What follows belongs to an exercise in optimizing a design on an open flow for small area; a production flow would make more cautious choices.
Function was checked by simulation only, so behaviour that the tests miss may differ from the original.
Power is estimated from default activity; no workload was simulated.

==> flow/run.sh <==
#!/bin/bash
# synth_recipe.tcl (not shown) runs the flow's synth.tcl, then flattens the netlist and writes it again
# the make line also repeats each setting of config.mk as NAME=value (left out here)
make -C /OpenROAD-flow-scripts/flow DESIGN_CONFIG=/design/flow/config.mk WORK_HOME=/design/flow/orfs CLKGATE_MAP_FILE= SYNTH_SCRIPT=/design/flow/synth_recipe.tcl finish
==> flow/config.mk <==
export PLATFORM = sky130hd
export DESIGN_NAME = ariane_regfile_scrub
export DESIGN_NICKNAME = ariane_regfile_scrub
export VERILOG_FILES = /design/flow/design.v
export SDC_FILE = /design/flow/constraint.sdc
export NUM_CORES = 8
export LEC_CHECK = 0
export CAP_MARGIN = 20
export CORE_MARGIN = 2
export CORE_UTILIZATION = 35
export PLACE_DENSITY = 0.5
export SLEW_MARGIN = 20
==> flow/design.v <==
module ariane_regfile_scrub #(
   parameter int unsigned DATA_WIDTH     = 32,
   parameter int unsigned ADDR_WIDTH     = 5,
   parameter int unsigned NR_READ_PORTS  = 2,
   parameter int unsigned NR_WRITE_PORTS = 2,
   parameter bit          ZERO_REG_ZERO  = 1'b1,
   parameter int unsigned SCRUB_INTERVAL = 16
) (
   input  logic                                 clk_i,
   input  logic                                 rst_ni,
   input  logic [NR_READ_PORTS*ADDR_WIDTH-1:0]  raddr_i,
   output logic [NR_READ_PORTS*DATA_WIDTH-1:0]  rdata_o,
   output logic [NR_READ_PORTS-1:0]             rerr_o,
   input  logic [NR_WRITE_PORTS*ADDR_WIDTH-1:0] waddr_i,
   input  logic [NR_WRITE_PORTS*DATA_WIDTH-1:0] wdata_i,
   input  logic [NR_WRITE_PORTS-1:0]            we_i,
   input  logic                                 inj_valid_i,
   input  logic [ADDR_WIDTH-1:0]                inj_addr_i,
   input  logic [DATA_WIDTH-1:0]                inj_mask_i,
   input  logic                                 scrub_en_i,
   output logic                                 err_valid_o,
   output logic [ADDR_WIDTH-1:0]                err_addr_o,
   input  logic                                 err_ack_i,
   output logic [7:0]                           err_count_o
);
   typedef struct packed {
      logic [NR_READ_PORTS-1:0][ADDR_WIDTH-1:0]  raddr_i;
      logic [NR_WRITE_PORTS-1:0][ADDR_WIDTH-1:0] waddr_i;
      logic [NR_WRITE_PORTS-1:0][DATA_WIDTH-1:0] wdata_i;
      logic [NR_WRITE_PORTS-1:0]                 we_i;
      logic                                      inj_valid_i;
      logic [ADDR_WIDTH-1:0]                     inj_addr_i;
      logic [DATA_WIDTH-1:0]                     inj_mask_i;
      logic                                      scrub_en_i;
      logic                                      err_ack_i;
   } bus_t;
   bus_t bus;
   assign bus.raddr_i     = raddr_i;
   assign bus.waddr_i     = waddr_i;
   assign bus.wdata_i     = wdata_i;
   assign bus.we_i        = we_i;
   assign bus.inj_valid_i = inj_valid_i;
   assign bus.inj_addr_i  = inj_addr_i;
   assign bus.inj_mask_i  = inj_mask_i;
   assign bus.scrub_en_i  = scrub_en_i;
   assign bus.err_ack_i   = err_ack_i;
   localparam int unsigned NUM_WORDS = 2**ADDR_WIDTH;
   localparam int unsigned CNT_W     = (SCRUB_INTERVAL > 1) ? $clog2(SCRUB_INTERVAL) : 1;
   localparam logic [ADDR_WIDTH-1:0] FIRST_ADDR = ADDR_WIDTH'(ZERO_REG_ZERO ? 1 : 0);
   localparam logic [ADDR_WIDTH-1:0] LAST_ADDR  = ADDR_WIDTH'(NUM_WORDS - 1);
   typedef enum logic [1:0] {S_IDLE, S_WAIT, S_CHECK, S_REPORT} state_e;
   logic [NUM_WORDS-1:0][DATA_WIDTH-1:0]    mem;
   logic [NUM_WORDS-1:0]                    par;
   logic [NR_WRITE_PORTS-1:0]               wr_ok;
   logic [NR_READ_PORTS-1:0][DATA_WIDTH-1:0] rdata;
   logic [NR_READ_PORTS-1:0]                rerr;
   state_e                state_q, state_d;
   logic [CNT_W-1:0]      cnt_q, cnt_d;
   logic [ADDR_WIDTH-1:0] ptr_q, ptr_d, ptr_next;
   logic [ADDR_WIDTH-1:0] err_addr_q, err_addr_d;
   logic [7:0]            err_cnt_q, err_cnt_d;
   logic                  ptr_wr_hit, ptr_bad;
   always_comb begin
      for (int p = 0; p < NR_WRITE_PORTS; p++) begin
         wr_ok[p] = bus.we_i[p] && !(ZERO_REG_ZERO && (bus.waddr_i[p] == '0));
      end
   end
   always_ff @(posedge clk_i or negedge rst_ni) begin
      if (!rst_ni) begin
         mem <= '0;
         par <= '0;
      end else begin
         if (bus.inj_valid_i && !(ZERO_REG_ZERO && (bus.inj_addr_i == '0))) begin
            mem[bus.inj_addr_i] <= mem[bus.inj_addr_i] ^ bus.inj_mask_i;
         end
         for (int p = 0; p < NR_WRITE_PORTS; p++) begin
            if (wr_ok[p]) begin
               mem[bus.waddr_i[p]] <= bus.wdata_i[p];
               par[bus.waddr_i[p]] <= ^bus.wdata_i[p];
            end
         end
      end
   end
   always_comb begin
      rdata = '0;
      rerr  = '0;
      for (int r = 0; r < NR_READ_PORTS; r++) begin
         rdata[r] = mem[bus.raddr_i[r]];
         rerr[r]  = (^mem[bus.raddr_i[r]]) != par[bus.raddr_i[r]];
         if (ZERO_REG_ZERO && (bus.raddr_i[r] == '0)) begin
            rdata[r] = '0;
            rerr[r]  = 1'b0;
         end
      end
   end
   assign rdata_o = rdata;
   assign rerr_o  = rerr;
   always_comb begin
      ptr_wr_hit = 1'b0;
      for (int p = 0; p < NR_WRITE_PORTS; p++) begin
         if (wr_ok[p] && (bus.waddr_i[p] == ptr_q)) ptr_wr_hit = 1'b1;
      end
      ptr_bad  = (^mem[ptr_q]) != par[ptr_q];
      ptr_next = (ptr_q == LAST_ADDR) ? FIRST_ADDR : ptr_q + 1'b1;
   end
   always_ff @(posedge clk_i or negedge rst_ni) begin
      if (!rst_ni) begin
         state_q    <= S_IDLE;
         cnt_q      <= '0;
         ptr_q      <= FIRST_ADDR;
         err_addr_q <= '0;
         err_cnt_q  <= '0;
      end else begin
         state_q    <= state_d;
         cnt_q      <= cnt_d;
         ptr_q      <= ptr_d;
         err_addr_q <= err_addr_d;
         err_cnt_q  <= err_cnt_d;
      end
   end
   always_comb begin
      state_d    = state_q;
      cnt_d      = cnt_q;
      ptr_d      = ptr_q;
      err_addr_d = err_addr_q;
      err_cnt_d  = err_cnt_q;
      case (state_q)
         S_IDLE: begin
            if (bus.scrub_en_i) begin
               state_d = S_WAIT;
               cnt_d   = '0;
            end
         end
         S_WAIT: begin
            if (!bus.scrub_en_i) state_d = S_IDLE;
            else if (cnt_q == CNT_W'(SCRUB_INTERVAL - 1)) state_d = S_CHECK;
            else cnt_d = cnt_q + 1'b1;
         end
         S_CHECK: begin
            if (ptr_bad && !ptr_wr_hit) begin
               state_d    = S_REPORT;
               err_addr_d = ptr_q;
               if (err_cnt_q != 8'hFF) err_cnt_d = err_cnt_q + 8'd1;
            end else begin
               ptr_d   = ptr_next;
               cnt_d   = '0;
               state_d = bus.scrub_en_i ? S_WAIT : S_IDLE;
            end
         end
         S_REPORT: begin
            if (bus.err_ack_i) begin
               ptr_d   = ptr_next;
               cnt_d   = '0;
               state_d = bus.scrub_en_i ? S_WAIT : S_IDLE;
            end
         end
         default: state_d = S_IDLE;
      endcase
   end
   assign err_valid_o = (state_q == S_REPORT);
   assign err_addr_o  = err_addr_q;
   assign err_count_o = err_cnt_q;
endmodule
==> flow/constraint.sdc <==
create_clock -name core_clock -period 10.0 [get_ports {clk_i}]
set_input_delay 2.0000 -clock core_clock [delete_from_list [all_inputs] [get_ports {clk_i}]]
set_output_delay 2.0000 -clock core_clock [all_outputs]
set_load 0.01 [all_outputs]
==> notes.md <==
## cell usage in the layout, fill, tap and decap left out, types with 35 or more instances in the layout
cell	synthesis	routed
xor2_1	57	56
clkbuf_1	1030	35
buf_4	31	339
diode_2	0	81
and2_1	165	162
o22ai_1	67	67
nor2_1	358	323
clkdlybuf4s50_1	0	191
xnor2_1	168	163
mux2_2	56	56
nand2_4	0	47
o211ai_1	191	191
o221ai_1	54	54
o21ai_0	1879	1879
nand2_1	2008	1957
nor3_1	71	62
a21oi_1	286	286
nand3_1	107	97
nand2b_1	50	49
a22oi_1	637	637
mux4_2	1100	1100
dfrtp_1	1079	1075
mux2i_1	418	418
clkbuf_16	0	144
## kinds of logic (layout without fill, tap and decap cells)
family,Yosys count,after routing
DFF,1080,1080
adders and majority gates,13,13
AOI/OAI and AO/OA,3213,3213
muxes,1574,1574
other,0,81
and+or+nand+nor,2818,2818
xor gates and xnor gates,227,227
buffers and inverters,1300,848
## Yosys cell counts, types with 31 or more instances
master	count	area, um^2
nand2_1	2008	7540
o21ai_0	1879	9400
mux4_2	1100	24800
dfrtp_1	1079	27000
clkbuf_1	1030	3870
a22oi_1	637	4780
mux2i_1	418	4180
nor2_1	358	1340
a21oi_1	286	1430
o211ai_1	191	1430
xnor2_1	168	1470
buf_1	167	627
and2_1	165	1030
nand3_1	107	536
nor3_1	71	355
o22ai_1	67	419
xor2_1	57	499
mux2_2	56	631
o221ai_1	54	473
nand2b_1	50	313
buf_2	49	245
buf_4	31	233
## cell type report
cell class | count | area, um^2 | area share
multi-input cells | 7845 | 62900 | 0.601
flip-flops and latches | 1080 | 27000 | 0.258
repair buffers | 573 | 5230 | 0.0500
well taps | 3552 | 4440 | 0.0425
clock buffers | 208 | 4130 | 0.0395
clock inverters | 52 | 621 | 0.00593
diodes | 81 | 203 | 0.00194
inverters | 15 | 60.1 | 0.000574
## metrics by stage
step,cells,instance area [um^2],util,hold slack [ns],power [mW]
after floorplan,10200,94200,-,0.474,17.5
after global placement,13100,99600,0.372,0.428,23.0
after detailed placement,13100,99700,0.372,0.433,23.1
after CTS,13300,104000,0.390,0.448,28.7
after global routing,13300,104000,0.390,0.461,30.4
final,13400,105000,0.391,0.455,29.4
## metal layers
metal	vias to the layer above	GRT usage	wire length (um)	share of wire
met1	48400	0.507	204000	0.34
met5	-	0.0102	537	0.00090
met2	9991	0.556	231000	0.39
met3	2700	0.223	101000	0.17
met4	34	0.344	57500	0.097
li1	37100	-	-	-
## power groups by stage
stage	Clock, mW	Combinational [mW]	Sequential [mW]
floorplan	0	9.58	7.88
global placement	0	13.4	9.52
detailed placement	0	13.6	9.51
CTS	5.49	13.7	9.48
global route	5.65	14.9	9.84
finish	5.51	14.1	9.78
## state kept, by name, indices dropped and copies added (netlist names)
register,cells
state_q,2
cnt_q,4
par,32
err_addr_q,5
mem,1024
ptr_q,5
err_cnt_q,8
## worst paths after layout
kind                             end  slack (ns)  depth (start not counted)
min in group asynchronous   mem[231]        1.15                          1
hold / removal               mem[20]        0.46                          0
setup reg to reg            ptr_q[4]        3.02                         11
hold reg to reg              mem[20]        0.46                          0
setup / recovery           rerr_o[0]        0.34                         13
max in group asynchronous   mem[505]        6.76                          3
==> impl_metrics.env <==
export IMPL_drt_first_pass_iters=9
export IMPL_critPathMaxStageDelay_ns=0.68
export IMPL_synth_simple_gate_area_frac=0.122
export IMPL_clkPwrFrac=0.187
export IMPL_crit_path_end_kind="output pin"
export IMPL_power_switching_mw=13.0
export IMPL_cap_violations=0
export IMPL_synth_xor_area_frac=0.0214
export IMPL_drt_iter0_drc=17700
export IMPL_via_per_inst=7.32
export IMPL_routed_via_count=98200
export IMPL_slowest_stage="buf_8"
export IMPL_synth_seq_cells=1080
export IMPL_cts_root_buf="clkbuf_16"
export IMPL_cts_htree_levels=4
export IMPL_finalClockSkew_ns=0.0445
export IMPL_dieArea_um2=273000
export IMPL_cts_resized_gates=0
export IMPL_syn_area_um2=94200
export IMPL_wl_per_cell_um=44.3
export IMPL_hold_path_class="register to register"
export IMPL_synth_compound_area_frac=0.199
export IMPL_netlist_instances=10200
export IMPL_die_h_um=523
export IMPL_post_cts_buffers=0
export IMPL_die_x_um=523
export IMPL_internal_power_mw=16.4
export IMPL_cts_made_buffers=142
export IMPL_cp_cell_sequence="buf_8 -> buf_12 -> mux4_2 -> mux4_2 -> mux2i_1 -> xnor2_1 -> xnor2_1 -> xnor2_1 -> xnor2_1 -> xnor2_1 -> xnor2_1 -> nor2_1 -> clkdlybuf4s50_1"
export IMPL_antenna_left=0
export IMPL_synth_warnings=1
export IMPL_grt_usage=0.423
export IMPL_hold_viol=0
export IMPL_hold_buffers=0
export IMPL_clockBufferDepth=3
export IMPL_fp_coreArea_um2=268000
export IMPL_start_kind="primary input"
export IMPL_pwr_share_comb=0.481
export IMPL_yosys_most_used_dff="dfrtp_1"
export IMPL_path_class="primary input to output pin"
export IMPL_synth_distinct_cells=58
export IMPL_grt_pass1_wl_um=793000
export IMPL_async_flop_share=1.00
export IMPL_slew_violations=0
export IMPL_finalCriticalPeriod_ns=9.66
export IMPL_row_count=190
export IMPL_drc=0
export IMPL_cpMostUsedCell="xnor2_1"
export IMPL_grt_max_degree=153
export IMPL_wl_um=593000
export IMPL_crit_required_ns=8.00
export IMPL_crit_buf_inv=3
export IMPL_rsz0062_at_grt="false"
export IMPL_worstPathMaxFanout=75
export IMPL_worstSetupStartpoint="raddr_i[0]"
export IMPL_tightest_slew_ns=1.28
export IMPL_hpwlAfterDp_um=354000
export IMPL_layout_setup_ws_ns=0.343
export IMPL_seq_area_frac_synth=0.287
export IMPL_fill_cells=26100
export IMPL_dp_slack_ns=0.581
export IMPL_drive_gt1_frac=0.194
export IMPL_fin_setup_tns_ns=0
export IMPL_routabilityCongestion=1.01
export IMPL_clk_pin_slew_ns=0.06
export IMPL_power_share_sequential=0.332
export IMPL_yosys_area_share_adder=0.00173
export IMPL_gr_total_overflow=0
export IMPL_relSlewSlack=0.140
export IMPL_fin_nets=9798
export IMPL_syn_avg_cell_area_um2=9.21
export IMPL_power_density_nw_per_um2=281
export IMPL_layout_worst_path_cycle_share=0.966
export IMPL_syn_to_final_growth_pct=11.1
export IMPL_synth_fp_nets=10400
export IMPL_synth_edff_count=0
export IMPL_antenna_found_initial=46
export IMPL_hold_start="mem[20]"
export IMPL_outcome="timing/DRC/antenna clean"
export IMPL_worstReg2RegStart="ptr_q[1]"
export IMPL_finalSetupViolations=0
export IMPL_start_util=0.352
export IMPL_clk_latency_ns=0.87
export IMPL_crit_arrival_ns=7.66
export IMPL_synth_mux_area_frac=0.314
export IMPL_synth_top_family_by_area="multiplexers"
export IMPL_io_pins=208
export IMPL_netSwitchingFraction=0.442
export IMPL_ir_worst_vdd_mv=0.486
export IMPL_grt_pass1_vias=89700
export IMPL_cts_tree="done"
export IMPL_fmax_mhz=104
export IMPL_clock_sinks=1080
export IMPL_critical_path_top_delay_family="XOR/XNOR gates"
export IMPL_power_leakage_nw=41.4
export IMPL_io_buffers=207

## afterwards: timing with drivers on the ports
How much do the figures lean on ideal ports? The routed layout below was timed once more, with nothing changed but the port constraints. Step 1 assumes that a clkbuf_16 drives the clock port and a buf_2 every other input. Step 2 moves the port delays by t, midway between the first and last clock arrival at a register: inputs arrive t later, outputs are due t later. That takes back most of the time a late clock gives input paths. Three values: no drivers, after step 1, after step 2; two values: the first two.
shift t [ns]: 0.953
slack for setup (ns): 0.343 / 0.255 / 0.255
cell pins on the clock port's net: 1
After both steps this run still meets setup and hold. For this run, drivers alone change the setup slack by -0.088 ns; drivers and shift together by -0.088 ns.
